From an optimization exercise on the open Yosys and OpenROAD flow, aimed at small area; shortcuts taken in it are not production practice. In this exercise RTL edits were held to simulation tests only and were not proved equivalent to the original. Power is estimated from default activity; no workload was simulated.

`flow/config.mk`:
```
export PLATFORM = sky130hd
export DESIGN_NAME = debug_interpreter
export DESIGN_NICKNAME = debug_interpreter
export VERILOG_FILES = /design/flow/design.v
export SDC_FILE = /design/flow/constraint.sdc
export NUM_CORES = 4
export LEC_CHECK = 0
export CAP_MARGIN = 20
export CORE_MARGIN = 2
export CORE_UTILIZATION = 55
export GPL_TIMING_DRIVEN = 0
export SLEW_MARGIN = 20
```
`flow/constraint.sdc`:
```
create_clock -name core_clock -period 5.0 [get_ports {clk}]
set_input_delay 1.0000 -clock core_clock [delete_from_list [all_inputs] [get_ports {clk}]]
set_output_delay 1.0000 -clock core_clock [all_outputs]
set_load 0.01 [all_outputs]
```
`flow/design.v`:
```
`default_nettype none
package interp_cmd_pkg;
    typedef enum logic [8-1:0] {
        OP_ADD_ACC      = 8'h41,  
        OP_SET_END      = 8'h44,  
        OP_WRITE_CLK    = 8'h43,  
        OP_READ_ACC_POS = 8'h47,  
        OP_READ_MEM     = 8'h4C,  
        OP_RESET_CORE   = 8'h52,  
        OP_STOP_CLK     = 8'h53,  
        OP_SET_TIMEOUT  = 8'h54,  
        OP_LOAD_UPPER   = 8'h55,  
        OP_WRITE_MEM    = 8'h57,  
        OP_GET_ACC      = 8'h61,  
        OP_LOAD_LOWER   = 8'h6C,  
        OP_PING         = 8'h70,  
        OP_RESUME_CLK   = 8'h72,  
        OP_UNTIL        = 8'h75   
    } opcode_t;
    typedef logic [24-1:0] arg_t;
    typedef enum logic [1:0] {
        ACC_NONE,
        ACC_LOAD_UPPER,
        ACC_LOAD_LOWER,
        ACC_ADD
    } acc_op_t;
    typedef enum logic [2:0] {
        CORE_NONE,
        CORE_WRITE_CLK,
        CORE_STOP_CLK,
        CORE_RESUME_CLK,
        CORE_RESET,
        CORE_SET_TIMEOUT,
        CORE_SET_END,
        CORE_UNTIL
    } core_cmd_t;
endpackage
`default_nettype wire
`default_nettype none
package interp_bus_pkg;
    typedef logic [31:0] word_t;
    typedef logic [31:0] addr_t;
    typedef logic [63:0] acc_t;
    typedef logic [31:0] cycles_t;
endpackage
`default_nettype wire
`default_nettype none
module debug_interpreter (
    input  wire          clk,
    input  wire          reset,
    input  wire          uart_rx_empty,
    input  wire          uart_read_response,
    input  wire [31:0]   uart_read_data,
    output logic         uart_read,
    input  wire          uart_write_response,
    output logic         uart_write,
    output logic [31:0]  uart_write_data,
    input  wire          finish_execution,
    output logic         core_clk_enable,
    output logic         core_reset,
    output logic         write_pulse,
    output logic [31:0]  num_of_cycles_to_pulse,
    output logic         reset_bus,
    output logic         memory_mux_selector,
    output logic [31:0]  end_position,
    output logic         memory_read,
    output logic         memory_write,
    output logic [31:0]  address,
    output logic [31:0]  write_data,
    input  wire  [31:0]  read_data
);
    localparam logic [4:0]
        S_IDLE   = 5'd0,
        S_FETCH  = 5'd1,
        S_DECODE = 5'd2,
        S_POST   = 5'd3,    
        S_DWAIT  = 5'd4,
        S_FDATA  = 5'd5,
        S_W1     = 5'd6,    
        S_MEM1   = 5'd7,
        S_MEM2   = 5'd8,    
        S_MEM3   = 5'd9,    
        S_MEM4   = 5'd10,
        S_TX0    = 5'd11,
        S_TX1    = 5'd12,   
        S_TXW    = 5'd13,
        S_TXD    = 5'd14,
        S_CSTART = 5'd15,
        S_RST    = 5'd16,
        S_RDONE  = 5'd17,
        S_EN     = 5'd18,
        S_RUN    = 5'd19,
        S_UDONE  = 5'd20;
    logic [4:0]  st;
    logic [31:0] cw;
    logic [31:0] wc;
    logic [31:0] acc;
    logic [23:0] timeout;
    logic [23:0] endp;
    logic        rep;       
    logic        wp;
    logic        mw;
    logic        rb;
    logic        clk_en;
    logic        msel;
    logic        rst_q;     
    logic        x_A, x_U, x_l, x_T, x_a, x_G, x_LW;
    wire [7:0]  op  = cw[7:0];
    wire [23:0] arg = cw[31:8];
    wire op_p = op == 8'h70;
    wire op_a = op == 8'h61;
    wire op_U = op == 8'h55;
    wire op_l = op == 8'h6C;
    wire op_A = op == 8'h41;
    wire op_W = op == 8'h57;
    wire op_L = op == 8'h4C;
    wire op_G = op == 8'h47;
    wire op_C = op == 8'h43;
    wire op_S = op == 8'h53;
    wire op_r = op == 8'h72;
    wire op_T = op == 8'h54;
    wire op_D = op == 8'h44;
    wire op_R = op == 8'h52;
    wire op_u = op == 8'h75;
    wire in_dec  = st == S_DECODE;
    wire in_post = st == S_POST;
    wire in_cnt  = st == S_RST || st == S_RUN;
    wire in_clr  = st == S_CSTART || st == S_EN;
    wire in_rd   = st == S_MEM3;
    always_ff @(posedge clk) begin
        x_A  <= !reset && in_dec && op_A;
        x_U  <= !reset && in_dec && op_U;
        x_l  <= !reset && in_dec && op_l;
        x_T  <= !reset && in_dec && op_T;
        x_a  <= !reset && in_dec && op_a;
        x_G  <= !reset && in_dec && op_G;
        x_LW <= !reset && in_dec && (op_L || op_W);
    end
    wire a_hi   = x_A || x_l || x_a || x_G;
    wire a_lo   = x_A || x_U || x_a || x_G;
    wire b_slo  = x_A || x_l || x_T;
    wire b_shi  = x_A || x_T;
    wire b_addr = x_G || x_LW;
    wire b_up   = x_U;
    wire a_wc   = !rst_q && !(x_A || x_U || x_l || x_T || x_a || x_G || x_LW) && !in_clr && !in_rd;
    wire [31:0] a_op = ({32{a_wc}} & wc)
                     | ({{24{a_hi}}, {8{a_lo}}} & acc);
    wire [31:0] b_op = ({{24{b_shi}}, {8{b_slo}}} & {{8{arg[23]}}, arg})
                     | ({32{b_addr}} & {6'b0, arg, 2'b00})
                     | ({32{b_up}} & {arg, 8'b0})
                     | ({32{in_rd}} & read_data)
                     | {30'b0, in_cnt && !(st == S_RUN && run_end), in_clr};
    wire [31:0] sum = a_op + b_op;
    wire run_end = finish_execution || (wc[24:1] == timeout);
    wire ld_acc  = rst_q || x_U || x_l || x_A;
    wire ld_tmo  = rst_q || x_T;
    wire ld_end  = reset || (in_post && op_D);
    always_ff @(posedge clk) begin
        if (ld_acc) acc     <= sum;
        if (ld_tmo) timeout <= sum[23:0];
        if (ld_end) endp    <= reset ? 24'd0 : arg;
        rst_q <= reset;
        wc <= sum;
    end
    always_ff @(posedge clk) begin
        wp <= 1'b0;
        mw <= 1'b0;
        rb <= 1'b0;
        if (reset) begin
            st      <= S_IDLE;
            rep     <= 1'b0;
            clk_en  <= 1'b0;
            msel    <= 1'b0;
            rb      <= 1'b1;
        end else begin
            case (st)
                S_IDLE:  if (!uart_rx_empty) st <= S_FETCH;
                S_FETCH: if (uart_read_response) begin
                    cw <= uart_read_data;
                    st <= S_DECODE;
                end
                S_DECODE: begin
                    st <= S_IDLE;
                    if (op_p || op_a) st <= S_TX0;
                    if (op_W) st <= S_DWAIT;
                    if (op_L || op_G) st <= S_MEM1;
                    if (op_C || op_S || op_r || op_D) st <= S_POST;
                    if (op_R || op_u) st <= S_CSTART;
                end
                S_POST, S_W1: begin
                    st <= uart_rx_empty ? S_IDLE : S_FETCH;
                    if (st == S_W1) mw <= 1'b1;
                    else begin
                        if (op_C) begin
                            clk_en <= 1'b1;
                            wp     <= 1'b1;
                        end
                        if (op_S) clk_en <= 1'b0;
                        if (op_r) clk_en <= 1'b1;
                    end
                end
                S_DWAIT: if (!uart_rx_empty) st <= S_FDATA;
                S_FDATA: if (uart_read_response) begin
                    cw <= uart_read_data;
                    st <= S_W1;
                end
                S_MEM1: st <= S_MEM2;
                S_MEM2: st <= S_MEM3;
                S_MEM3: st <= S_MEM4;
                S_MEM4: st <= S_TX0;
                S_TX0:  st <= S_TX1;
                S_TX1, S_TXW: st <= uart_write_response ? S_TXD : S_TXW;
                S_TXD: begin
                    rep <= 1'b0;
                    st  <= rep ? S_TX0 : S_IDLE;
                end
                S_CSTART: begin
                    msel   <= op_u;
                    rb     <= op_u;
                    clk_en <= 1'b1;
                    wp     <= 1'b1;
                    st     <= S_RST;
                end
                S_RST: begin
                    if (wc[5:1] == 5'd20) begin
                        clk_en <= 1'b0;
                        st     <= msel ? S_EN : S_RDONE;
                    end
                end
                S_RDONE: st <= S_IDLE;
                S_EN: begin
                    clk_en <= 1'b1;
                    wp     <= 1'b1;
                    st     <= S_RUN;
                end
                S_RUN: begin
                    if (run_end) begin
                        clk_en <= 1'b0;
                        msel   <= 1'b0;
                        rb     <= 1'b1;
                        st     <= S_UDONE;
                    end
                end
                S_UDONE: begin
                    rep <= 1'b1;
                    st  <= S_TX0;
                end
                default: st <= S_IDLE;
            endcase
        end
    end
    assign uart_read           = (st == S_FETCH) || (st == S_FDATA);
    assign uart_write          = (st == S_TX1);
    assign uart_write_data     = op_p ? 32'h7700006A : rep ? 32'h6C75636B : wc;
    assign core_clk_enable     = clk_en;
    assign core_reset          = (st == S_RST) || (st == S_RDONE) || (st == S_EN);
    assign write_pulse         = wp;
    assign num_of_cycles_to_pulse = (st == S_RST) ? {24'd0, 8'd20}
                                  : (st == S_RUN) ? {8'd0, timeout}
                                  : {8'd0, arg};
    assign reset_bus           = rb;
    assign memory_mux_selector = msel;
    assign end_position        = {6'd0, endp, 2'b00};
    assign memory_read         = (st == S_MEM2);
    assign memory_write        = mw;
    assign address             = wc;
    assign write_data          = cw;
endmodule
`default_nettype wire
```
`flow/flow/run.sh`:
```
#!/bin/bash
# Own flow: the standard layout (standard.sh, unchanged synthesis) with a few
# ORFS options set through the environment:
#  - port buffers: every input and output port still gets its own buffer, but the
#    smallest one (buf_1) instead of the default clkdlybuf4s50_1;
#  - the buffers ABC inserted during synthesis are removed at floorplan (placement is
#    not timing driven, so nothing else removes them); repair then adds what timing needs;
#  - clock tree: clkbuf_8 buffers and no dummy loads.
# ORFS writes each tool's full log under orfs/logs; make's own output goes to standard.log.
set -euo pipefail
export BUFFER_PORTS_ARGS="-buffer_cell sky130_fd_sc_hd__buf_1"
export REMOVE_ABC_BUFFERS=1
export CTS_ARGS="-sink_clustering_enable -repair_clock_nets -dont_use_dummy_load -buf_list sky130_fd_sc_hd__clkbuf_8"
bash standard.sh > standard.log 2>&1
```
`flow/standard.sh`:
```
#!/bin/bash
# synth_recipe.tcl (not shown) runs the flow's synth.tcl, then flattens the netlist and writes it again
# the make line also repeats each setting of config.mk as NAME=value (left out here)
make -C /OpenROAD-flow-scripts/flow DESIGN_CONFIG=/design/flow/config.mk WORK_HOME=/design/flow/orfs CLKGATE_MAP_FILE= SYNTH_SCRIPT=/design/flow/synth_recipe.tcl "${@:-finish}"
```
==> results.sh, run 1 <==
export IMPL_whs_path_depth=2
export IMPL_finalWeightedCongestion=0.9160
export IMPL_arrival_ns=4.89
export IMPL_synth_edf_count=112
export IMPL_start_util=0.5621
export IMPL_track_usage=0.3197
export IMPL_cts_buffers=17
export IMPL_syn_inst=884
export IMPL_numClockSinks=163
export IMPL_die_h_um=131.4
export IMPL_ys_seq_area_frac=0.4910
export IMPL_fin_setup_tns_ns=0
export IMPL_hp_start="msel"
export IMPL_worst_pin_slew_ns=1.104
export IMPL_relSlewSlack=0.2627
export IMPL_crit_type="reg -> reg"
export IMPL_crit_fanout=25
export IMPL_antenna_found_initial=0
export IMPL_dpl_cell_area_sq_um=9966
export IMPL_r2r_start="x_G"
export IMPL_first_pass_iters=8
export IMPL_endpoint_kind="flop"
export IMPL_rsz0062_at_grt="false"
export IMPL_clk_latency_ns=0.46
export IMPL_r2r_slack_ns=0.35
export IMPL_grt_max_degree=39
export IMPL_cts_hold_buf=0
export IMPL_coreArea_sq_um=15890
export IMPL_drt_iter0_drc=871
export IMPL_layout_commonest_cell="buf_1"
export IMPL_peakVddDrop_mv=0.1889
export IMPL_n_antenna_cell=0
export IMPL_die_area_sq_um=17270
export IMPL_hp_class="reg -> reg"
export IMPL_cts_root_buf="clkbuf_8"
export IMPL_dp_hpwl_mm=19.79
export IMPL_wl_per_cell_um=21.50
export IMPL_min_to="msel"
export IMPL_via_per_inst=6.127
export IMPL_power_total_uw=2483
export IMPL_setup_viol=0
export IMPL_syn2layout_area_growth_pct=14.42
export IMPL_grt_pass1_vias=7410
export IMPL_nNetsFinal=1184
export IMPL_synthesis_area_sq_um=8929
export IMPL_static_leakage_power_uw=0.004120
export IMPL_r2r_end="acc[25]"
export IMPL_cts_max_level=4
export IMPL_r2r_cells=15
export IMPL_ys_warn_count=1
export IMPL_syn_avg_cell_area_sq_um=10.10
export IMPL_clk_path_buf_depth=2
export IMPL_drive_above_1_share=0.05833
export IMPL_numPortBuffers=222
export IMPL_critPathLaunchType="flop"
export IMPL_slew_viol_final=0
export IMPL_ant_nets=0
export IMPL_vias=7940
export IMPL_async_flop_share=0
export IMPL_period_share=0.9304
export IMPL_cts_tree="built"
export IMPL_die_x_um=131.4
export IMPL_grt_pass1_wl_mm=42.17
export IMPL_max_freq_ghz=0.2150
export IMPL_synth_cell_types=75
export IMPL_skew_ns=0.02298
export IMPL_layout_min_cycle_time_ns=4.652
export IMPL_num_io_pins=239
export IMPL_holdWs_ns=0.5606
export IMPL_post_route_cell_area_sq_um=10220
export IMPL_grt_remaining_overflow=0
export IMPL_fillers=1392
export IMPL_drc=0
export IMPL_mostFrequentLayoutCells="buf_1 (221), nand2_1 (128), edfxtp_1 (112), a21oi_1 (59), dfxtp_1 (46)"
export IMPL_cellPowerDensity_nw_per_um2=243.0
export IMPL_yosys_register_bits=163
export IMPL_wl_mm=27.86
export IMPL_cp_required_ns=5.24
export IMPL_hold_violations=0
export IMPL_path_clk_slew_ns=0.08
export IMPL_ys_flop_type="edfxtp_1"
export IMPL_status="no timing/DRC/antenna violations"
export IMPL_maxCapViolations=0
export IMPL_rows=46
[sequential cells by signal, summed over array words and instances (netlist names)]
name / count
x_LW: 1
clk_en: 1
x_T: 1
x_A: 1
rst_q: 1
x_U: 1
rb: 1
wp: 1
acc: 32
st: 5
timeout: 24
msel: 1
cw: 32
wc: 32
endp: 24
mw: 1
rep: 1
x_l: 1
x_G: 1
x_a: 1
[per-stage QoR]
step	setup WS [ns]	utilization	instances
after floorplan	-0.9866	-	828
after global placement	-4.725	0.6145	1266
after detailed placement	0.1163	0.6274	1278
after CTS	0.05801	0.6421	1295
after global routing	0.07751	0.6431	1296
final	0.3480	0.6431	1296
[worst max path at each step]
stage,start,cells past startpoint,slack (ns),to
2_1_floorplan,st[0],14,-0.99,acc[30]
3_3_place_gp,st[0],14,-4.73,acc[30]
3_5_place_dp,x_G,15,0.12,acc[25]
4_1_cts,st[3],17,0.06,acc[25]
5_1_grt,x_G,15,0.08,acc[25]
6_report,x_G,15,0.35,acc[25]
[logic make-up (layout without fill, tap and decap cells)]
logic type                 Yosys count  count (layout)  share of synthesized area
AOI/OAI and AO/OA                  234             234                     0.1927
muxes                                2               2                   0.002382
buffers and inverters               91             272                    0.04498
other                                1              16                  0.0004200
adders and majority gates           32              32                    0.04568
DFF                                163             163                     0.4910
xor gates and xnor gates            53              53                    0.05199
and+or+nand+nor                    308             308                     0.1708
[cells in the mapped netlist, types with 3 or more instances]
library cell	instances	share of area
buf_4	16	0.013
nor2b_1	29	0.020
o21ai_1	4	0.0022
clkbuf_1	53	0.022
o21ai_0	20	0.011
a31oi_1	4	0.0028
edfxtp_1	112	0.38
a21o_1	18	0.015
a222oi_1	21	0.024
xor2_1	18	0.018
or3_1	5	0.0035
a21oi_1	59	0.033
and2_1	16	0.011
a32oi_1	3	0.0029
a211oi_1	5	0.0042
a221o_1	7	0.0078
nor2_1	36	0.015
nand3b_1	3	0.0025
inv_1	20	0.0084
nand4_1	9	0.0063
a2111oi_0	4	0.0039
xnor2_1	35	0.034
a221oi_1	3	0.0029
o21a_1	14	0.012
dfxtp_1	51	0.11
nand2b_1	17	0.012
nand3_1	18	0.010
or2_2	6	0.0042
nand2_1	128	0.054
a22oi_1	3	0.0025
o211ai_1	4	0.0034
o22ai_1	4	0.0028
a22o_1	31	0.030
ha_1	31	0.043
nor4_1	12	0.0084
o31ai_1	3	0.0025
or4_1	4	0.0034
nor3_1	12	0.0067
[final cells by class]
class	instances	area (sq um)	share of cell area
Multi-Input combinational cell	645	4239	0.4149
Clock buffer	17	234.0	0.02290
Tap cell	216	270.3	0.02645
Sequential cell	163	4390	0.4298
Inverter	20	75.07	0.007348
Timing Repair Buffer	235	1007	0.09859
[per-layer routing]
| metal | track usage | routed length, um | up-vias |
|---|---|---|---|
| met5 | 0 | 0 | - |
| met4 | 0.1141 | 749 | 0 |
| met3 | 0.06366 | 2806 | 52 |
| met2 | 0.4994 | 12620 | 493 |
| met1 | 0.4449 | 11690 | 3759 |
| li1 | - | - | 3636 |
[report_power, final]
group	internal (uW)	switching (uW)
combinational	80.0	137
clock	300	419
sequential	1490	56.7
total	1870	612
[worst max-delay path, cell delays in order (launching register included)]
cell and delay (ns):
dfxtp_1 0.33, or2_4 0.37, or4_1 0.50, nor4_4 0.37, buf_4 0.28, buf_8 0.17, a22o_1 0.16, ha_1 0.29
a211oi_1 0.34, o21ai_0 0.17, o211ai_2 0.24, o21ai_1 0.19, o211ai_2 0.32, and2_1 0.20, o21ai_1 0.12, o311ai_1 0.37
[what timing repair did]
action,in CTS,in global routing
buffers inserted,0,1
resized for setup,0,6
setup endpoints to repair,0,17
==> inputs of run 2 (changes only) <==
--- a/flow/config.mk
+++ b/flow/config.mk
@@ -7,6 +7,6 @@
 export LEC_CHECK = 0
 export CAP_MARGIN = 20
 export CORE_MARGIN = 2
-export CORE_UTILIZATION = 55
+export CORE_UTILIZATION = 40
 export GPL_TIMING_DRIVEN = 0
 export SLEW_MARGIN = 20
==> run 2 against run 1 <==
  * Worst hold slack lost 0.017 ns
  * Via count shrank 2.5%
  * Global-route usage shrank 7.4 points
  * Sequential share of layout area decreased by 0.25 points
  * Synthesized cell count unchanged
  * Sequential cell count unchanged
  * Core utilization is 17 points lower
  * Setup slack better by 0.058 ns
  * Die area rose by 36%
  * Final area up 0.53%
  * Critical path type unchanged
  * Clock skew is 0.0081 ns higher
  * Area after synthesis unchanged
==> results.sh, run 2 <==
export IMPL_cts_tree="built"
export IMPL_synth_edf_count=112
export IMPL_cellPowerDensity_nw_per_um2=242.2
export IMPL_arrival_ns=4.80
export IMPL_wl_mm=29.18
export IMPL_vias=7743
export IMPL_layout_min_cycle_time_ns=4.594
export IMPL_power_total_uw=2487
export IMPL_grt_max_degree=40
export IMPL_holdWs_ns=0.5431
export IMPL_grt_pass1_wl_mm=43.95
export IMPL_drive_above_1_share=0.05648
export IMPL_yosys_register_bits=163
export IMPL_fin_setup_tns_ns=0
export IMPL_intPower_uw=1869
export IMPL_endpoint_kind="flop"
export IMPL_ys_warn_count=1
export IMPL_worst_pin_slew_ns=1.089
export IMPL_synth_most_common_cell="nand2_1"
export IMPL_syn_inst=884
export IMPL_dp_hpwl_mm=21.44
export IMPL_crit_type="reg -> reg"
export IMPL_ant_nets=0
export IMPL_skew_ns=0.03107
export IMPL_first_pass_iters=7
export IMPL_p_seq_frac=0.623
export IMPL_cp_required_ns=5.21
export IMPL_power_switching_uw=618.1
export IMPL_drt_iter0_drc=610
export IMPL_clk_path_buf_depth=2
export IMPL_clkPwrFrac=0.292
export IMPL_rows=54
export IMPL_fillers=2113
export IMPL_syn2layout_area_growth_pct=15.02
export IMPL_peakVddDrop_mv=0.09927
export IMPL_reg_largest_list="acc x32, cw x32, wc x32"
export IMPL_cts_root_buf="clkbuf_8"
export IMPL_wl_met2_mm=14.03
export IMPL_clk_latency_ns=0.46
export IMPL_grt_remaining_overflow=0
export IMPL_cts_max_level=4
export IMPL_period_share=0.9189
export IMPL_rsz0062_at_grt="false"
export IMPL_finalWeightedCongestion=0.9013
export IMPL_ys_seq_area_frac=0.4910
export IMPL_hold_violations=0
export IMPL_netlist_top_cells_count="nand2_1 (128), edfxtp_1 (112), a21oi_1 (59)"
export IMPL_path_clk_slew_ns=0.09
export IMPL_antenna_found_initial=1
export IMPL_slew_viol_final=0
export IMPL_p_comb_frac=0.085
export IMPL_via_per_inst=5.693
export IMPL_top_layer="met4"
export IMPL_cts_hold_buf=0
export IMPL_wl_met3_mm=1.958
export IMPL_hp_class="reg -> reg"
export IMPL_synth_area_top_cells="edfxtp_1 (38%), dfxtp_1 (11%), nand2_1 (5.4%)"
export IMPL_max_freq_ghz=0.2177
export IMPL_post_route_util=0.4691
export IMPL_die_h_um=153.4
export IMPL_status="no timing/DRC/antenna violations"
export IMPL_numPortBuffers=222
export IMPL_layout_commonest_cell="buf_1"
export IMPL_numClockSinks=163
export IMPL_crit_fanout=11
export IMPL_die_x_um=153.4
export IMPL_synth_cell_types=75
export IMPL_drc=0
export IMPL_die_area_sq_um=23530
export IMPL_maxCapViolations=0
export IMPL_wl_per_cell_um=21.45
export IMPL_yosys_area_top_type="edfxtp_1"
export IMPL_yosysTopAreaCellShare=0.3767
export IMPL_relSlewSlack=0.2729
export IMPL_n_antenna_cell=0
export IMPL_nNetsFinal=1184
export IMPL_syn_avg_cell_area_sq_um=10.10
export IMPL_start_util=0.4079
export IMPL_static_leakage_power_uw=0.004110
export IMPL_ys_flop_type="edfxtp_1"
export IMPL_critPathLaunchType="flop"
export IMPL_coreArea_sq_um=21890
export IMPL_mostFrequentLayoutCells="buf_1 (221), nand2_1 (128), edfxtp_1 (112), a21oi_1 (59), dfxtp_1 (48)"
export IMPL_cts_buffers=17
export IMPL_grt_pass1_vias=7320
export IMPL_async_flop_share=0
export IMPL_num_io_pins=239
export IMPL_setup_viol=0
export IMPL_track_usage=0.2456
export IMPL_synthesis_area_sq_um=8929
export IMPL_m1WireLength_mm=12.64
export IMPL_swShare=0.2485
run 2: metal layers:
metal,GRT usage,up-vias
met1,0.3318,3714
met4,0.07208,0
li1,-,3638
met2,0.4054,356
met3,0.04366,35
met5,0,-
run 2: path summary, 6_finish.rpt:
kind / start / to / slack (ns) / depth (start not counted)
min: msel / msel / 0.54 / 2
max reg2reg: st[2] / acc[31] / 0.41 / 17
max: st[2] / acc[31] / 0.41 / 17
min reg2reg: msel / msel / 0.54 / 2
run 2: cells by family after synthesis:
kind of cell,count (synthesis),synth area share
and+or+nand+nor,308,0.1708
DFF,163,0.4910
buffers and inverters,91,0.04498
other,1,0.0004200
AOI/OAI and AO/OA,234,0.1927
muxes,2,0.002382
adders and majority gates,32,0.04568
xor gates and xnor gates,53,0.05199
run 2: power by group through the flow:
stage,Sequential [uW],Clock (uW),Combinational [uW]
6_report,1550,726,211
4_1_cts,1550,747,211
3_5_place_dp,1580,0,207
2_1_floorplan,1570,0,103
3_3_place_gp,1580,0,197
5_1_grt,1560,785,232
run 2: layout make-up:
type	instances	area [sq um]	area share
well taps	280	350.3	0.03411
repair buffers	235	983.4	0.09576
inverters	20	75.07	0.007310
multi-input cells	645	4239	0.4128
flip-flops and latches	163	4388	0.4273
clock buffers	17	234.0	0.02278
run 2: metrics by stage:
step | setup WS [ns] | std cells | cell area, sq um
floorplan | -0.9866 | 828 | 8658
global placement | -4.024 | 1330 | 9842
detailed placement | -0.05116 | 1340 | 10000
CTS | 0.1831 | 1360 | 10260
global route | 0.001001 | 1360 | 10270
finish | 0.4056 | 1360 | 10270
run 2: critical path, cell delays in order, from the launching register on:
cell,delay (ns)
dfxtp_1,0.44
nor2_1,0.27
nand2_1,0.21
o22ai_1,0.26
and2_1,0.24
nor4_4,0.06
buf_4,0.17
buf_4,0.14
a22o_1,0.23
ha_1,0.34
o21ai_0,0.13
nor3_1,0.34
o211ai_2,0.17
o21ai_1,0.36
o211ai_2,0.20
a211oi_2,0.39
o21ai_0,0.21
xnor2_1,0.19
run 2: what timing repair did:
item / 4_1_cts / 5_1_grt
endpoints found under the setup margin: 7 / 14
pin swaps: 1 / 0
gates resized for setup: 0 / 5
buffers inserted: 3 / 0
==> inputs of run 3 (changes only) <==
--- a/flow/config.mk
+++ b/flow/config.mk
@@ -8,5 +8,5 @@
 export CAP_MARGIN = 20
 export CORE_MARGIN = 2
 export CORE_UTILIZATION = 40
-export GPL_TIMING_DRIVEN = 0
+export GPL_TIMING_DRIVEN = 1
 export SLEW_MARGIN = 20
==> run 3 against run 2 <==
  * Final area decreased by 0.40%
  * Highest routed layer unchanged
  * Largest power group unchanged
  * Area after synthesis is the same
  * Core utilization down 0.19 points
  * Non-clock buffer count rose by 2
  * Wire length rose by 5.4%
  * First-iteration DRC count is 14% higher
  * Total power increased by 0.32%
  * Die area unchanged
==> results.sh, run 3 <==
export IMPL_status="no timing/DRC/antenna violations"
export IMPL_skew_ns=0.03039
export IMPL_yosys_area_share_adder=0.04568
export IMPL_clkPwrFrac=0.293
export IMPL_p_comb_frac=0.091
export IMPL_layout_min_cycle_time_ns=4.366
export IMPL_clk_latency_ns=0.46
export IMPL_stdcell_count=1362
export IMPL_mostFrequentLayoutCells="buf_1 (221), nand2_1 (128), edfxtp_1 (112), a21oi_1 (59), dfxtp_1 (51)"
export IMPL_path_clk_slew_ns=0.08
export IMPL_synth_most_common_cell="nand2_1"
export IMPL_muxShareOfSynthArea=0.002382
export IMPL_yosys_area_share_simple=0.1708
export IMPL_syn2layout_area_growth_pct=14.56
export IMPL_maxCapViolations=0
export IMPL_m1WireLength_mm=13.37
export IMPL_cts_root_buf="clkbuf_8"
export IMPL_die_x_um=153.4
export IMPL_vias=7915
export IMPL_max_freq_ghz=0.2290
export IMPL_drt_iter0_drc=694
export IMPL_ys_flop_type="edfxtp_1"
export IMPL_rsz0062_at_grt="false"
export IMPL_static_leakage_power_uw=0.004107
export IMPL_hold_violations=0
export IMPL_yosys_register_bits=163
export IMPL_netlist_top_cells_count="nand2_1 (128), edfxtp_1 (112), a21oi_1 (59)"
export IMPL_die_h_um=153.4
export IMPL_syn_inst=884
export IMPL_cts_hold_buf=0
export IMPL_ys_seq_area_frac=0.4910
export IMPL_syn_avg_cell_area_sq_um=10.10
export IMPL_ant_nets=0
export IMPL_via_per_inst=5.811
export IMPL_track_usage=0.2565
export IMPL_crit_type="reg -> reg"
export IMPL_synthesis_area_sq_um=8929
export IMPL_first_pass_iters=8
export IMPL_drive_above_1_share=0.05176
export IMPL_cts_resized=0
export IMPL_cts_tree="built"
export IMPL_swShare=0.2522
export IMPL_top_layer="met4"
export IMPL_yosys_area_top_type="edfxtp_1"
export IMPL_layout_commonest_cell="buf_1"
export IMPL_synth_compound_area_frac=0.1927
export IMPL_drc=0
export IMPL_holdWs_ns=0.5498
export IMPL_synth_area_top_cells="edfxtp_1 (38%), dfxtp_1 (11%), nand2_1 (5.4%)"
export IMPL_numClockSinks=163
export IMPL_critPathLaunchType="flop"
export IMPL_clk_path_buf_depth=2
export IMPL_cellPowerDensity_nw_per_um2=243.9
export IMPL_crit_fanout=32
export IMPL_rows=54
export IMPL_wl_met2_mm=14.09
export IMPL_grt_max_degree=40
export IMPL_endpoint_kind="flop"
export IMPL_num_io_pins=239
export IMPL_post_route_util=0.4673
export IMPL_grt_pass1_wl_mm=45.72
export IMPL_p_seq_frac=0.616
export IMPL_grt_remaining_overflow=0
export IMPL_wl_mm=30.76
export IMPL_pre_cts_ws_ns=0.6975
export IMPL_intPower_uw=1866
export IMPL_async_flop_share=0
export IMPL_synthXorXnorAreaFrac=0.05199
export IMPL_hp_class="reg -> reg"
export IMPL_grt_pass1_vias=7482
export IMPL_wl_per_cell_um=22.59
export IMPL_power_switching_uw=629.2
export IMPL_nNetsFinal=1186
export IMPL_coreArea_sq_um=21890
export IMPL_synth_top_family_by_area="compound AO/OA/AOI/OAI gates"
export IMPL_dpl_cell_count=1345
export IMPL_cts_max_level=4
export IMPL_fin_setup_tns_ns=0
export IMPL_wl_met3_mm=1.945
export IMPL_dp_hpwl_mm=22.17
export IMPL_start_util=0.4079
export IMPL_worst_pin_slew_ns=0.9232
export IMPL_layout_setup_ws_ns=0.6337
export IMPL_fillers=2154
export IMPL_relSlewSlack=0.3846
export IMPL_cp_required_ns=5.20
export IMPL_antenna_found_initial=1
export IMPL_cts_buffers=17
export IMPL_n_antenna_cell=0
export IMPL_reg_largest_list="acc x32, cw x32, wc x32"
export IMPL_arrival_ns=4.56
export IMPL_peakVddDrop_mv=0.1421
export IMPL_synth_cell_types=75
export IMPL_ys_warn_count=1
export IMPL_postCtsSetupBuffers=0
export IMPL_finalWeightedCongestion=0.9902
export IMPL_yosysTopAreaCellShare=0.3767
export IMPL_setup_viol=0
export IMPL_numPortBuffers=222
export IMPL_period_share=0.8733
export IMPL_synth_edf_count=112
export IMPL_die_area_sq_um=23530
export IMPL_slew_viol_final=0
==> run 3: cell counts after synthesis <==
Identical to the previous run, type by type.
==> run 3: layout make-up <==
class / count / area, sq um / area share
multi-input cells: 645 / 4225 / 0.4131
repair buffers: 237 / 959.7 / 0.09382
flip-flops and latches: 163 / 4384 / 0.4286
inverters: 20 / 75.07 / 0.007339
well taps: 280 / 350.3 / 0.03425
clock buffers: 17 / 234.0 / 0.02287
==> run 3: final timing paths <==
kind	endpoint	slack [ns]	depth (start not counted)	start
min	msel	0.55	2	msel
min reg2reg	msel	0.55	2	msel
max reg2reg	acc[16]	0.63	17	st[2]
max	acc[16]	0.63	17	st[2]
==> run 3: through the flow <==
stage	total power, uW	cell area (sq um)
floorplan	1670	8658
global placement	1790	9990
detailed placement	1791	9990
CTS	2511	10220
global route	2588	10230
finish	2495	10230
==> run 3: worst max-delay path: stages, from the launching register on <==
cell and delay, ns:
dfxtp_1 0.56, nor2_1 0.16, nand2_1 0.18, o22ai_1 0.12, and2_1 0.21, nor4_4 0.33
buf_12 0.25, a22o_1 0.17, ha_1 0.23, fa_1 0.24, a21o_1 0.15, nand4_1 0.13
a21oi_1 0.36, nor2_1 0.12, o21ai_1 0.30, a21o_1 0.17, a21oi_1 0.07, xnor2_1 0.38
==> run 3: power groups by stage <==
stage / clock network [uW] / logic [uW] / registers (uW)
3_5_place_dp: 0 / 225 / 1570
6_report: 731 / 227 / 1540
3_3_place_gp: 0 / 225 / 1570
5_1_grt: 800 / 247 / 1540
2_1_floorplan: 0 / 103 / 1570
4_1_cts: 749 / 226 / 1540
==> run 3: per-layer routing <==
metal  up-vias  global-route usage
li1       3648                   -
met3        73             0.04054
met1      3819              0.3438
met5         -                   0
met4         0              0.1284
met2       375              0.4043
==> run 3: kinds of logic (layout without fill, tap and decap cells) <==
| family | after synthesis | after routing |
|---|---|---|
| and+or+nand+nor | 308 | 308 |
| AOI/OAI and AO/OA | 234 | 234 |
| DFF | 163 | 163 |
| buffers and inverters | 91 | 274 |
| xor gates and xnor gates | 53 | 53 |
| adders and majority gates | 32 | 32 |
| muxes | 2 | 2 |
| other | 1 | 16 |
==> inputs of run 4 (changes only) <==
--- a/flow/config.mk
+++ b/flow/config.mk
@@ -9,4 +9,5 @@
 export CORE_MARGIN = 2
 export CORE_UTILIZATION = 40
 export GPL_TIMING_DRIVEN = 1
+export PLACE_DENSITY = 0.75
 export SLEW_MARGIN = 20
==> run 4 against run 3 <==
  * Still clean
  * Synthesized cell count unchanged
  * Sequential share of layout area is essentially flat
  * First-iteration DRC count grew 38%
  * Final area about the same
  * Clock skew decreased by 0.0071 ns
  * Maximum frequency down 6.3%
  * Highest routed layer unchanged
==> results.sh, run 4 <==
export IMPL_ys_warn_count=1
export IMPL_drt_iter0_drc=955
export IMPL_drive_above_1_share=0.05253
export IMPL_rsz0062_at_grt="false"
export IMPL_yosys_register_bits=163
export IMPL_track_usage=0.2450
export IMPL_grt_pass1_wl_mm=43.84
export IMPL_yosys_area_share_adder=0.04568
export IMPL_syn_avg_cell_area_sq_um=10.10
export IMPL_netlist_top_cells_count="nand2_1 (128), edfxtp_1 (112), a21oi_1 (59)"
export IMPL_num_io_pins=239
export IMPL_wl_per_cell_um=21.44
export IMPL_first_pass_iters=9
export IMPL_post_route_util=0.4674
export IMPL_die_h_um=153.4
export IMPL_nNetsFinal=1189
export IMPL_coreArea_sq_um=21890
export IMPL_cts_root_buf="clkbuf_8"
export IMPL_critPathLaunchType="flop"
export IMPL_maxCapViolations=0
export IMPL_reg_largest_list="acc x32, cw x32, wc x32"
export IMPL_slew_viol_final=0
export IMPL_synth_compound_area_frac=0.1927
export IMPL_grt_pass1_vias=7517
export IMPL_dp_hpwl_mm=21.69
export IMPL_start_util=0.4079
export IMPL_cts_tree="built"
export IMPL_muxShareOfSynthArea=0.002382
export IMPL_cellPowerDensity_nw_per_um2=243.5
export IMPL_ant_nets=0
export IMPL_postCtsSetupBuffers=0
export IMPL_crit_type="reg -> reg"
export IMPL_die_x_um=153.4
export IMPL_antenna_found_initial=1
export IMPL_static_leakage_power_uw=0.004118
export IMPL_cts_max_level=4
export IMPL_synth_edf_count=112
export IMPL_n_antenna_cell=0
export IMPL_cts_hold_buf=0
export IMPL_wl_mm=29.27
export IMPL_layout_setup_ws_ns=0.3401
export IMPL_crit_fanout=16
export IMPL_grt_remaining_overflow=0
export IMPL_mostFrequentLayoutCells="buf_1 (221), nand2_1 (128), edfxtp_1 (112), a21oi_1 (59), dfxtp_1 (51)"
export IMPL_cts_buffers=17
export IMPL_power_total_uw=2492
export IMPL_layout_commonest_cell="buf_1"
export IMPL_max_freq_ghz=0.2146
export IMPL_yosysTopAreaCellShare=0.3767
export IMPL_synth_most_common_cell="nand2_1"
export IMPL_pre_cts_ws_ns=0.4981
export IMPL_drc=0
export IMPL_finalWeightedCongestion=0.9684
export IMPL_worst_pin_slew_ns=1.064
export IMPL_via_per_inst=5.849
export IMPL_cp_required_ns=5.21
export IMPL_setup_viol=0
export IMPL_async_flop_share=0
export IMPL_layout_min_cycle_time_ns=4.660
export IMPL_status="no timing/DRC/antenna violations"
export IMPL_numClockSinks=163
export IMPL_peakVddDrop_mv=0.1256
export IMPL_synthesis_area_sq_um=8929
export IMPL_hold_violations=0
export IMPL_skew_ns=0.02330
export IMPL_synth_cell_types=75
export IMPL_synth_top_family_by_area="compound AO/OA/AOI/OAI gates"
export IMPL_ys_seq_area_frac=0.4910
export IMPL_grt_max_degree=40
export IMPL_cts_resized=0
export IMPL_numPortBuffers=222
export IMPL_period_share=0.9320
export IMPL_synthXorXnorAreaFrac=0.05199
export IMPL_yosys_area_top_type="edfxtp_1"
export IMPL_syn_inst=884
export IMPL_rows=54
export IMPL_clk_path_buf_depth=2
export IMPL_syn2layout_area_growth_pct=14.60
export IMPL_clk_latency_ns=0.47
export IMPL_path_clk_slew_ns=0.07
export IMPL_arrival_ns=4.87
export IMPL_yosys_area_share_simple=0.1708
export IMPL_ys_flop_type="edfxtp_1"
export IMPL_endpoint_kind="flop"
export IMPL_die_area_sq_um=23530
export IMPL_hp_class="reg -> reg"
export IMPL_synth_area_top_cells="edfxtp_1 (38%), dfxtp_1 (11%), nand2_1 (5.4%)"
export IMPL_vias=7984
export IMPL_relSlewSlack=0.2888
-- run 4: cell count changes in the layout (fill, tap and decap cells not counted) --
cell     previous run  this run
buf_12              1         0
nand3_2             1         0
nand3_1            17        18
and3b_1             0         1
and3b_2             1         0
buf_4              14        18
-- run 4: path summary, 6_finish.rpt --
kind	from	end	slack (ns)	cells after the start
setup / recovery	st[3]	acc[31]	0.34	16
hold reg to reg	msel	msel	0.56	2
hold / removal	msel	msel	0.56	2
setup reg to reg	st[3]	acc[31]	0.34	16
-- run 4: where the power goes --
group | switching, uW | leakage [uW] | internal, uW
Clock | 430 | 0.000122 | 300
Sequential | 46.2 | 0.00152 | 1490
Combinational | 150 | 0.00247 | 74.9
Total | 627 | 0.00412 | 1870
-- run 4: cells by family after synthesis --
| group | count (synthesis) |
|---|---|
| adder cells (fa/ha/maj) | 32 |
| XOR/XNOR | 53 |
| buffers and inverters | 91 |
| AND/OR/NAND/NOR | 308 |
| AO/OA/AOI/OAI | 234 |
| other | 1 |
| flip-flops | 163 |
| multiplexers | 2 |
-- run 4: cell type report --
class / instances / area (sq um)
repair buffers: 240 / 969.7
multi-input cells: 645 / 4219
well taps: 280 / 350.3
flip-flops and latches: 163 / 4384
inverters: 20 / 75.07
fillers: 2085 / 11660
clock buffers: 17 / 234.0
-- run 4: layer usage --
metal / GRT usage / wire length, um / up-vias
li1: - / - / 3641
met1: 0.3165 / 11990 / 3796
met2: 0.3652 / 13090 / 436
met3: 0.04820 / 2202 / 111
met4: 0.1800 / 1982 / 0
met5: 0 / 0 / -
-- run 4: worst max-delay path, stage by stage, from the launching register on --
cell      delay [ns]
dfxtp_1         0.61
nor2_1          0.15
nand2_1         0.18
o22ai_1         0.13
and2_1          0.22
nor4_4          0.58
buf_4           0.30
a22o_1          0.16
ha_1            0.19
o21ai_0         0.13
nor3_1          0.30
o211ai_2        0.15
o21ai_1         0.37
o211ai_2        0.17
a211oi_2        0.40
o21ai_0         0.19
xnor2_1         0.16
-- run 4: metrics by stage --
| stage | instances | hold WS [ns] | instance area, sq um | TNS (ns) |
|---|---|---|---|---|
| finish | 1365 | 0.5556 | 10230 | 0 |
| global route | 1365 | 0.5933 | 10230 | 0 |
| CTS | 1365 | 0.5481 | 10230 | 0 |
| detailed placement | 1348 | 0.5388 | 9998 | 0 |
| global placement | 1348 | 0.5231 | 9998 | 0 |
| floorplan | 828 | 0.5115 | 8658 | -32.54 |
==> inputs of run 5 (changes only) <==
==> flow/flow/run.sh (replaced) <==
#!/bin/bash
# Own flow: the standard layout (standard.sh, unchanged synthesis) with a few
# ORFS options set through the environment:
#  - port buffers: every input and output port still gets its own buffer, but the
#    smallest one (buf_1) instead of the default clkdlybuf4s50_1;
#  - the buffers ABC inserted during synthesis are removed at floorplan (placement is
#    not timing driven, so nothing else removes them); repair then adds what timing needs;
#  - clock tree: clkbuf_8 root, clkbuf_4/8 leaves in clusters at most 40 um across, no dummy loads.
# ORFS writes each tool's full log under orfs/logs; make's own output goes to standard.log.
set -euo pipefail
export BUFFER_PORTS_ARGS="-buffer_cell sky130_fd_sc_hd__buf_1"
export REMOVE_ABC_BUFFERS=1
export CTS_ARGS="-sink_clustering_enable -repair_clock_nets -dont_use_dummy_load -root_buf sky130_fd_sc_hd__clkbuf_8 -buf_list \"sky130_fd_sc_hd__clkbuf_4 sky130_fd_sc_hd__clkbuf_8\" -sink_clustering_max_diameter 40"
bash standard.sh > standard.log 2>&1
--- a/flow/config.mk
+++ b/flow/config.mk
@@ -8,6 +8,5 @@
 export CAP_MARGIN = 20
 export CORE_MARGIN = 2
 export CORE_UTILIZATION = 40
-export GPL_TIMING_DRIVEN = 1
-export PLACE_DENSITY = 0.75
+export GPL_TIMING_DRIVEN = 0
 export SLEW_MARGIN = 20
==> run 5 against run 4 <==
  * Sequential power is essentially flat
  * Maximum frequency up 1.4%
  * Sequential share of layout area fell by 0.12 points
  * Count of clock-buffer cells in the layout is the same
  * Final area is 0.37% higher
  * First-iteration DRC count shrank 36%
  * Setup slack improved by 0.065 ns
  * Clock skew is 0.0078 ns higher
  * Total power fell by 0.19%
  * Wire length decreased by 0.32%
  * Critical path depth rose by 1
  * Critical endpoint unchanged
==> results.sh, run 5 <==
export IMPL_status="no timing/DRC/antenna violations"
export IMPL_syn2layout_area_growth_pct=15.02
export IMPL_layout_min_cycle_time_ns=4.594
export IMPL_cpMaxStageDelayCell="dfxtp_1"
export IMPL_relSlewSlack=0.2729
export IMPL_whs_path_depth=2
export IMPL_grt_pass1_wl_mm=43.95
export IMPL_grt_pass1_vias=7320
export IMPL_die_area_sq_um=23530
export IMPL_nNetsFinal=1184
export IMPL_grt_remaining_overflow=0
export IMPL_muxShareOfSynthArea=0.002382
export IMPL_synth_top_family_by_area="compound AO/OA/AOI/OAI gates"
export IMPL_multi_input_area_sq_um=4239
export IMPL_netlist_top_cells_count="nand2_1 (128), edfxtp_1 (112), a21oi_1 (59)"
export IMPL_yosys_register_bits=163
export IMPL_wl_per_cell_um=21.45
export IMPL_hp_start="msel"
export IMPL_synthXorXnorAreaFrac=0.05199
export IMPL_pre_cts_ws_ns=-0.05116
export IMPL_cts_tree="built"
export IMPL_ys_flop_type="edfxtp_1"
export IMPL_dpl_cell_area_sq_um=10000
export IMPL_n_antenna_cell=0
export IMPL_synth_compound_area_frac=0.1927
export IMPL_num_io_pins=239
export IMPL_clk_latency_ns=0.46
export IMPL_cp_required_ns=5.21
export IMPL_cp_slowest_stage_delay_ns=0.44
export IMPL_synth_cell_types=75
export IMPL_post_route_util=0.4691
export IMPL_path_clk_slew_ns=0.09
export IMPL_reg_largest_list="acc x32, cw x32, wc x32"
export IMPL_min_to="msel"
export IMPL_peakVddDrop_mv=0.09927
export IMPL_crit_type="reg -> reg"
export IMPL_maxCapViolations=0
export IMPL_yosys_area_share_adder=0.04568
export IMPL_r2r_end="acc[31]"
export IMPL_yosys_area_top_type="edfxtp_1"
export IMPL_ys_warn_count=1
export IMPL_r2r_cells=17
export IMPL_critPathLaunchType="flop"
export IMPL_hold_violations=0
export IMPL_via_per_inst=5.693
export IMPL_r2r_slack_ns=0.41
export IMPL_coreArea_sq_um=21890
export IMPL_layout_commonest_cell="buf_1"
export IMPL_wl_mm=29.18
export IMPL_synth_most_common_cell="nand2_1"
export IMPL_cts_buffers=17
export IMPL_die_h_um=153.4
export IMPL_seq_area_sq_um=4388
export IMPL_start_util=0.4079
export IMPL_setup_viol=0
export IMPL_cellPowerDensity_nw_per_um2=242.2
export IMPL_vias=7743
export IMPL_ys_seq_area_frac=0.4910
export IMPL_rsz0062_at_grt="false"
export IMPL_slew_viol_final=0
export IMPL_drt_iter0_drc=610
export IMPL_max_freq_ghz=0.2177
export IMPL_crit_chain="nor2_1 > nand2_1 > o22ai_1 > and2_1 > nor4_4 > buf_4 > buf_4 > a22o_1 > ha_1 > o21ai_0 > nor3_1 > o211ai_2 > o21ai_1 > o211ai_2 > a211oi_2 > o21ai_0 > xnor2_1"
export IMPL_static_leakage_power_uw=0.004110
export IMPL_power_total_uw=2487
export IMPL_grt_max_degree=40
export IMPL_track_usage=0.2456
export IMPL_cts_hold_buf=0
export IMPL_finalWeightedCongestion=0.9013
export IMPL_numClockSinks=163
export IMPL_first_pass_iters=7
export IMPL_fillers=2113
export IMPL_fin_setup_tns_ns=0
export IMPL_arrival_ns=4.80
export IMPL_post_route_cell_area_sq_um=10270
export IMPL_ant_nets=0
export IMPL_worst_pin_slew_ns=1.089
export IMPL_rows=54
export IMPL_synth_edf_count=112
export IMPL_die_x_um=153.4
export IMPL_mostFrequentLayoutCells="buf_1 (221), nand2_1 (128), edfxtp_1 (112), a21oi_1 (59), dfxtp_1 (48)"
export IMPL_layout_setup_ws_ns=0.4056
export IMPL_drive_above_1_share=0.05648
export IMPL_numPortBuffers=222
export IMPL_syn_avg_cell_area_sq_um=10.10
export IMPL_dp_hpwl_mm=21.44
export IMPL_drc=0
export IMPL_antenna_found_initial=1
export IMPL_syn_inst=884
export IMPL_r2r_start="st[2]"
export IMPL_skew_ns=0.03107
export IMPL_synth_area_top_cells="edfxtp_1 (38%), dfxtp_1 (11%), nand2_1 (5.4%)"
export IMPL_yosysTopAreaCellShare=0.3767
export IMPL_yosys_area_share_simple=0.1708
export IMPL_cts_root_buf="clkbuf_8"
export IMPL_period_share=0.9189
export IMPL_hp_class="reg -> reg"
export IMPL_clk_path_buf_depth=2
export IMPL_synthesis_area_sq_um=8929
export IMPL_crit_fanout=11
export IMPL_endpoint_kind="flop"
export IMPL_cts_max_level=4
export IMPL_async_flop_share=0
==> run 5: how the worst max path moves through the flow <==
stage / start / to / slack [ns] / depth (start not counted)
detailed placement: st[3] / acc[30] / -0.05 / 16
global placement: st[0] / acc[30] / -4.02 / 14
floorplan: st[0] / acc[30] / -0.99 / 14
finish: st[2] / acc[31] / 0.41 / 17
global route: st[4] / acc[25] / 0.001 / 15
CTS: x_G / acc[30] / 0.18 / 15
==> run 5: area by class of cell <==
| class | count | area share |
|---|---|---|
| clock buffer | 17 | 0.02278 |
| sequential | 163 | 0.4273 |
| inverter | 20 | 0.007310 |
| tap | 280 | 0.03411 |
| multi-input combinational | 645 | 0.4128 |
| timing repair buffer | 235 | 0.09576 |
==> run 5: layer usage <==
layer,global-route usage,vias to the layer above,share of wire
met2,0.4054,356,0.48
met1,0.3318,3714,0.43
li1,-,3638,-
met4,0.07208,0,0.019
met5,0,-,0
met3,0.04366,35,0.067
==> run 5: metrics by stage <==
| step | hold slack [ns] | std cells |
|---|---|---|
| floorplan | 0.5115 | 828 |
| global placement | 0.5203 | 1330 |
| detailed placement | 0.5276 | 1340 |
| CTS | 0.5376 | 1360 |
| global route | 0.5666 | 1360 |
| finish | 0.5431 | 1360 |
==> run 5: worst max-delay path: cells and delay by family (launching register included) <==
kind            cells  cell delay, ns
compound gates      8            1.95
simple gates        5            1.12
flops               1            0.44
fa+ha+maj           1            0.34
buf+inv             2            0.31
xor+xnor            1            0.19
==> run 5: what timing repair did <==
item,CTS,global route
resized for setup,0,5
setup buffers,3,0
pin swaps,1,0
endpoints found under the setup margin,7,14
==> run 5: report_power, final <==
part,internal (uW),switching [uW]
clock,300,425
combinational,78.1,133
sequential,1490,59.7
==> run 5: logic make-up after synthesis <==
kind of cell / count (synthesis)
compound gates: 234
xor+xnor: 53
fa+ha+maj: 32
buf+inv: 91
flops: 163
mux: 2
other cells: 1
simple gates: 308
==> inputs of run 6 (changes only) <==
==> flow/flow/run.sh (replaced) <==
#!/bin/bash
# Own flow: the standard layout (standard.sh, unchanged synthesis) with two
# placement/CTS options set through the environment:
#  - port buffers: every input and output port still gets its own buffer, but the
#    smallest one (buf_1) instead of the default clkdlybuf4s50_1;
#  - clock tree: clkbuf_8 buffers and no dummy loads.
# Each tool's output goes to ORFS's own logs under orfs/logs; make's output to standard.log.
set -euo pipefail
export BUFFER_PORTS_ARGS="-buffer_cell sky130_fd_sc_hd__buf_1"
export CTS_ARGS="-sink_clustering_enable -repair_clock_nets -dont_use_dummy_load -buf_list sky130_fd_sc_hd__clkbuf_8"
bash standard.sh > standard.log 2>&1
==> run 6 against run 5 <==
  * Still clean on timing, DRC and antenna
  * Die area unchanged
  * Setup slack worse by 0.082 ns
  * Clock power about the same
  * Clock skew decreased by 0.0025 ns
==> results.sh, run 6 <==
export IMPL_status="no timing/DRC/antenna violations"
export IMPL_fillers=2176
export IMPL_first_pass_iters=9
export IMPL_wl_per_cell_um=21.99
export IMPL_cpMaxStageDelayCell="dfxtp_1"
export IMPL_max_freq_ghz=0.2138
export IMPL_setup_viol=0
export IMPL_synth_edf_count=112
export IMPL_vias=8081
export IMPL_cp_slowest_stage_delay_ns=0.49
export IMPL_period_share=0.9353
export IMPL_yosys_area_share_simple=0.1708
export IMPL_die_area_sq_um=23530
export IMPL_start_util=0.4079
export IMPL_async_flop_share=0
export IMPL_cts_root_buf="clkbuf_8"
export IMPL_synth_most_common_cell="nand2_1"
export IMPL_static_leakage_power_uw=0.004206
export IMPL_ys_flop_type="edfxtp_1"
export IMPL_synth_top_family_by_area="compound AO/OA/AOI/OAI gates"
export IMPL_grt_remaining_overflow=0
export IMPL_synth_area_top_cells="edfxtp_1 (38%), dfxtp_1 (11%), nand2_1 (5.4%)"
export IMPL_crit_chain="nand2b_1 > o22ai_1 > and2_1 > nor4_4 > clkbuf_2 > a22o_1 > ha_1 > a21o_1 > a21o_1 > a221o_1 > nor4_4 > o21ai_2 > a221oi_2 > o31ai_1 > xor2_1"
export IMPL_mostFrequentLayoutCells="buf_1 (224), nand2_1 (128), edfxtp_1 (112), a21oi_1 (59), dfxtp_1 (51)"
export IMPL_power_total_uw=2504
export IMPL_grt_max_degree=31
export IMPL_ant_nets=0
export IMPL_maxCapViolations=0
export IMPL_endpoint_kind="flop"
export IMPL_wl_mm=31.22
export IMPL_synthesis_area_sq_um=8929
export IMPL_die_h_um=153.4
export IMPL_grt_util_met3=0.04168
export IMPL_coreArea_sq_um=21890
export IMPL_finalWeightedCongestion=0.9148
export IMPL_skew_ns=0.02860
export IMPL_drc=0
export IMPL_netlist_top_cells_count="nand2_1 (128), edfxtp_1 (112), a21oi_1 (59)"
export IMPL_crit_fanout=10
export IMPL_synth_compound_area_frac=0.1927
export IMPL_post_route_cell_area_sq_um=10480
export IMPL_fin_setup_tns_ns=0
export IMPL_synthXorXnorAreaFrac=0.05199
export IMPL_yosys_area_top_type="edfxtp_1"
export IMPL_synth_cell_types=75
export IMPL_layout_min_cycle_time_ns=4.676
export IMPL_cts_buffers=17
export IMPL_layout_commonest_cell="buf_1"
export IMPL_post_route_util=0.4786
export IMPL_crit_buf_inv=1
export IMPL_hold_violations=0
export IMPL_hp_class="reg -> reg"
export IMPL_num_io_pins=239
export IMPL_critPathLaunchType="flop"
export IMPL_busiest_layer="met2"
export IMPL_grtUsageMet1=0.3395
export IMPL_nNetsFinal=1244
export IMPL_track_usage=0.2573
export IMPL_cellPowerDensity_nw_per_um2=239.0
export IMPL_clk_latency_ns=0.46
export IMPL_via_per_inst=5.691
export IMPL_peakVddDrop_mv=0.1072
export IMPL_dp_hpwl_mm=24.03
export IMPL_muxShareOfSynthArea=0.002382
export IMPL_drt_iter0_drc=690
export IMPL_die_x_um=153.4
export IMPL_drive_above_1_share=0.05351
export IMPL_syn2layout_area_growth_pct=17.33
export IMPL_clk_path_buf_depth=2
export IMPL_path_clk_slew_ns=0.07
export IMPL_rsz0062_at_grt="false"
export IMPL_worst_pin_slew_ns=0.8408
export IMPL_crit_family="compound AO/OA/AOI/OAI gates"
export IMPL_numPortBuffers=222
export IMPL_met2_usage=0.4192
export IMPL_dpl_cell_area_sq_um=10220
export IMPL_cp_required_ns=5.18
export IMPL_arrival_ns=4.86
export IMPL_grt_pass1_wl_mm=45.50
export IMPL_yosys_area_share_adder=0.04568
export IMPL_pre_cts_ws_ns=-0.1244
export IMPL_layout_setup_ws_ns=0.3237
export IMPL_cts_max_level=4
export IMPL_syn_inst=884
export IMPL_rows=54
export IMPL_ys_warn_count=1
export IMPL_grt_pass1_vias=7555
export IMPL_reg_largest_list="acc x32, cw x32, wc x32"
export IMPL_syn_avg_cell_area_sq_um=10.10
export IMPL_yosys_register_bits=163
export IMPL_crit_type="reg -> reg"
export IMPL_n_antenna_cell=0
export IMPL_ys_seq_area_frac=0.4910
export IMPL_antenna_found_initial=0
export IMPL_relSlewSlack=0.4352
export IMPL_numClockSinks=163
export IMPL_slew_viol_final=0
export IMPL_yosysTopAreaCellShare=0.3767
export IMPL_cts_tree="built"
-- run 6: cell count changes in the layout (fill, tap and decap cells not counted), moves of 3 or more --
cell / previous run / this run
buf_1: 221 / 224
clkbuf_2: 0 / 3
buf_4: 9 / 16
clkbuf_1: 0 / 49
dfxtp_2: 3 / 0
dfxtp_1: 48 / 51
-- run 6: cell type report --
cell class,instances,area [sq um],area share
Clock buffer,17,234.0,0.02233
Sequential cell,163,4384,0.4185
Timing Repair Buffer,224,880.8,0.08408
Buffer,71,334.1,0.03189
Tap cell,280,350.3,0.03344
Multi-Input combinational cell,645,4218,0.4026
Inverter,20,75.07,0.007166
-- run 6: final timing paths --
| check | start | to | slack (ns) | cells after the start |
|---|---|---|---|---|
| worst max-delay path | st[4] | acc[30] | 0.32 | 15 |
| worst min-delay path | msel | msel | 0.58 | 2 |
| worst max register to register | st[4] | acc[30] | 0.32 | 15 |
| worst min register to register | msel | msel | 0.58 | 2 |
-- run 6: cell families (layout without fill, tap and decap cells) --
group                    Yosys count  after routing
other                              1             16
multiplexers                       2              2
AO/OA/AOI/OAI                    234            234
XOR/XNOR                          53             53
flip-flops                       163            163
buffers and inverters             91            332
AND/OR/NAND/NOR                  308            308
adder cells (fa/ha/maj)           32             32
-- run 6: report_power, final --
group          switching [uW]  leakage (uW)  total (uW)  internal, uW
Combinational             162       0.00256         248          85.6
Sequential               42.0       0.00152        1530          1490
Clock                     424      0.000122         725           300
Total                     628       0.00421        2500          1880
-- run 6: what timing repair did --
action                     4_1_cts  5_1_grt
setup buffers                    0        0
hold buffers                     0        0
cloned                           0        0
setup endpoints to repair        8       30
resized for setup                3        7
-- run 6: per-stage QoR --
stage,instances,hold WS [ns]
4_1_cts,1420,0.5567
2_1_floorplan,899,0.5115
3_5_place_dp,1403,0.5447
3_3_place_gp,1401,0.5418
5_1_grt,1420,0.6171
6_report,1420,0.5759
-- run 6: worst min-delay path: stages (launching register included) --
cell and delay, ns:
dfxtp_1 0.38, nand2_1 0.08, a21boi_0 0.07
-- run 6: routing by layer --
metal	vias up	wire, um
met5	-	0
met4	0	1201
met3	64	2084
met2	392	14520
met1	3853	13410
li1	3772	-
==> inputs of run 7 (changes only) <==
==> flow/run.sh (new file) <==
#!/bin/bash
# synth_recipe.tcl (not shown) runs the flow's synth.tcl, then flattens the netlist and writes it again
# the make line also repeats each setting of config.mk as NAME=value (left out here)
make -C /OpenROAD-flow-scripts/flow DESIGN_CONFIG=/design/flow/config.mk WORK_HOME=/design/flow/orfs CLKGATE_MAP_FILE= SYNTH_SCRIPT=/design/flow/synth_recipe.tcl finish
--- a/flow/config.mk
+++ b/flow/config.mk
@@ -8,5 +8,5 @@
 export CAP_MARGIN = 20
 export CORE_MARGIN = 2
 export CORE_UTILIZATION = 40
-export GPL_TIMING_DRIVEN = 0
+export CTS_BUF_LIST = sky130_fd_sc_hd__clkbuf_8
 export SLEW_MARGIN = 20
removed: flow/flow/run.sh
removed: flow/standard.sh
==> run 7 against run 6 <==
  * Maximum frequency grew 3.3%
  * Critical path type unchanged
  * Critical endpoint unchanged
  * Clock skew shrank 0.011 ns
  * Still clean
  * Register-to-register slack gained 0.15 ns
  * Final area grew 12%
  * Area after synthesis is the same
  * First-iteration DRC count shrank 5.7%
  * Cell count shrank 2.8%
  * Sequential share of layout area shrank 4.6 points
  * Sequential power is essentially flat
  * Combinational power grew 24%
  * Core utilization grew 6.0 points
  * Die area is the same
==> results.sh, run 7 <==
export IMPL_status="no timing/DRC/antenna violations"
export IMPL_yosys_area_top_type="edfxtp_1"
export IMPL_path_clk_slew_ns=0.09
export IMPL_synth_edf_count=112
export IMPL_crit_type="reg -> reg"
export IMPL_mostFrequentLayoutCells="clkdlybuf4s50_1 (222), nand2_1 (128), edfxtp_1 (112), a21oi_1 (59), dfxtp_1 (51)"
export IMPL_coreArea_sq_um=21890
export IMPL_via_per_inst=5.657
export IMPL_numClockSinks=163
export IMPL_syn_inst=884
export IMPL_async_flop_share=0
export IMPL_grt_pass1_wl_mm=46.42
export IMPL_wl_per_cell_um=22.61
export IMPL_cts_tree="built"
export IMPL_synth_area_top_cells="edfxtp_1 (38%), dfxtp_1 (11%), nand2_1 (5.4%)"
export IMPL_ys_flop_type="edfxtp_1"
export IMPL_syn_avg_cell_area_sq_um=10.10
export IMPL_skew_ns=0.01743
export IMPL_drc=0
export IMPL_hp_class="reg -> reg"
export IMPL_cts_max_level=4
export IMPL_clk_path_buf_depth=2
export IMPL_clk_latency_ns=0.46
export IMPL_grt_max_degree=33
export IMPL_cts_buffers=17
export IMPL_cts_root_buf="clkbuf_8"
export IMPL_peakVddDrop_mv=0.1516
export IMPL_setup_viol=0
export IMPL_crit_start="st[3]"
export IMPL_endpoint_kind="flop"
export IMPL_power_total_uw=2802
export IMPL_numPortBuffers=222
export IMPL_max_freq_ghz=0.2209
export IMPL_layout_min_cycle_time_ns=4.528
export IMPL_synthesis_area_sq_um=8929
export IMPL_cp_required_ns=5.19
export IMPL_track_usage=0.2592
export IMPL_start_util=0.4079
export IMPL_stdcell_count=1380
export IMPL_die_x_um=153.4
export IMPL_fin_setup_tns_ns=0
export IMPL_static_leakage_power_uw=0.004757
export IMPL_syn2layout_area_growth_pct=31.95
export IMPL_critPathLaunchType="flop"
export IMPL_holdWs_ns=0.5739
export IMPL_cts_hold_buf=0
export IMPL_first_pass_iters=6
export IMPL_netlist_top_cells_count="nand2_1 (128), edfxtp_1 (112), a21oi_1 (59)"
export IMPL_critPathCapture="acc[30]"
export IMPL_cellPowerDensity_nw_per_um2=237.8
export IMPL_r2r_end="acc[30]"
export IMPL_ys_warn_count=1
export IMPL_finalWeightedCongestion=0.9127
export IMPL_r2r_slack_ns=0.47
export IMPL_nNetsFinal=1188
export IMPL_grt_remaining_overflow=0
export IMPL_period_share=0.9056
export IMPL_num_io_pins=239
export IMPL_r2r_start="st[3]"
export IMPL_die_area_sq_um=23530
export IMPL_synth_most_common_cell="nand2_1"
export IMPL_ys_seq_area_frac=0.4910
export IMPL_vias=7806
export IMPL_drt_iter0_drc=651
export IMPL_antenna_found_initial=2
export IMPL_yosys_register_bits=163
export IMPL_hold_violations=0
export IMPL_die_h_um=153.4
export IMPL_yosysTopAreaCellShare=0.3767
export IMPL_cts_resized=0
export IMPL_dpl_cell_count=1346
export IMPL_arrival_ns=4.72
export IMPL_rsz0062_at_grt="false"
export IMPL_rows=54
export IMPL_reg_largest_list="acc x32, cw x32, wc x32"
export IMPL_dp_hpwl_mm=23.34
export IMPL_postCtsSetupBuffers=0
export IMPL_drive_above_1_share=0.06369
export IMPL_r2r_cells=18
export IMPL_layout_commonest_cell="clkdlybuf4s50_1"
export IMPL_grt_pass1_vias=7726
export IMPL_pre_cts_ws_ns=0.5627
export IMPL_crit_fanout=32
export IMPL_worst_pin_slew_ns=0.9073
export IMPL_ant_nets=0
export IMPL_wl_mm=31.20
export IMPL_relSlewSlack=0.3951
export IMPL_maxCapViolations=0
export IMPL_slew_viol_final=0
export IMPL_layout_setup_ws_ns=0.4721
export IMPL_synth_cell_types=75
==> run 7: changes by cell type in the layout (fill, tap and decap cells not counted), moves of 2 or more <==
cell	previous run	this run
buf_1	224	0
clkbuf_1	49	0
clkbuf_2	3	0
clkdlybuf4s50_1	0	222
clkinvlp_4	0	2
inv_6	0	6
inv_8	0	3
==> run 7: cells by family (layout without fill, tap and decap cells) <==
logic type / after synthesis / count (layout) / share of synthesized area
and+or+nand+nor: 308 / 308 / 0.1708
AOI/OAI and AO/OA: 234 / 234 / 0.1927
DFF: 163 / 163 / 0.4910
buffers and inverters: 91 / 291 / 0.04498
xor gates and xnor gates: 53 / 53 / 0.05199
adders and majority gates: 32 / 32 / 0.04568
muxes: 2 / 2 / 0.002382
other: 1 / 17 / 0.0004200
==> run 7: cell type report <==
type	count	area, sq um
fill	2041	10110
antenna	1	2.502
tap	280	350.3
clock inverter	15	148.9
multi-input combinational	645	4220
timing repair buffer	239	2366
sequential	163	4384
inverter	20	75.07
clock buffer	17	234.0
==> run 7: per-layer routing <==
| layer | part of all wire | vias to the layer above | GRT usage | wire (um) |
|---|---|---|---|---|
| met5 | 0 | - | 0 | 0 |
| met4 | 0.030 | 0 | 0.09961 | 942 |
| met3 | 0.062 | 45 | 0.03799 | 1921 |
| met2 | 0.46 | 346 | 0.4122 | 14470 |
| met1 | 0.44 | 3752 | 0.3589 | 13860 |
| li1 | - | 3663 | - | - |
==> run 7: through the flow <==
stage	util	cell area [sq um]
detailed placement	0.5200	11380
global route	0.5381	11780
floorplan	-	8985
finish	0.5382	11780
CTS	0.5375	11770
global placement	0.5200	11380
==> run 7: worst min-delay path by stage <==
| stage | start | endpoint | slack (ns) | depth (start not counted) |
|---|---|---|---|---|
| after floorplan | msel | msel | 0.51 | 2 |
| after global routing | msel | msel | 0.60 | 2 |
| final | msel | msel | 0.57 | 2 |
| after global placement | msel | msel | 0.55 | 2 |
| after CTS | msel | msel | 0.58 | 2 |
| after detailed placement | msel | msel | 0.55 | 2 |
==> run 7: critical path, cell delays in order (launching register included) <==
cell and delay, ns:
dfxtp_1 0.48, nor2_1 0.32, nand2_1 0.18, o22ai_1 0.22, and2_1 0.22, nor4_4 0.07
buf_12 0.18, a22o_1 0.24, ha_1 0.24, fa_1 0.47, a21o_1 0.21, nand4_1 0.11
a21oi_1 0.08, buf_4 0.16, nor4_4 0.33, o21ai_2 0.13, a221oi_2 0.33, o31ai_1 0.13
xor2_1 0.16
==> run 7: power breakdown <==
group | internal (uW) | switching, uW
logic | 155 | 152
clock network | 411 | 549
registers | 1490 | 45.6

[afterwards: timing with drivers on the ports]
The flow's constraints put no driver on any port. The routed layouts listed below were extracted and timed again, unchanged, in two steps. Step 1 sets driving cells, clkbuf_16 on the clock port and buf_2 on the other inputs (assumed; they add their load-dependent delay and slew). Step 2 also shifts input and output timing later by t, the mid clock arrival at the registers, as if the neighbouring blocks saw the same clock. Slacks: ideal / step 1 / step 2; pairs: ideal / step 1.
| run | t, ns | slack for setup (ns) | latest minus earliest clock arrival (ns) | worst slew at a driven data input, ns | cell pins on the clock port's net |
|---|---|---|---|---|---|
| run 1 | 0.490 | 0.348 / 0.348 / 0.348 | 0.024 / 0.024 | 0.06 | 1 |
| run 2 | 0.488 | 0.406 / 0.406 / 0.406 | 0.031 / 0.031 | 0.05 | 1 |
| run 3 | 0.492 | 0.634 / 0.634 / 0.634 | 0.031 / 0.031 | 0.04 | 1 |
| run 4 | 0.502 | 0.340 / 0.340 / 0.340 | 0.023 / 0.023 | 0.07 | 1 |
| run 5 | 0.488 | 0.406 / 0.406 / 0.406 | 0.031 / 0.031 | 0.05 | 1 |
| run 6 | 0.486 | 0.324 / 0.324 / 0.324 | 0.028 / 0.028 | 0.08 | 1 |
| run 7 | 0.491 | 0.472 / 0.472 / 0.472 | 0.018 / 0.018 | 0.09 | 1 |
After both steps every run listed still meets setup and hold.
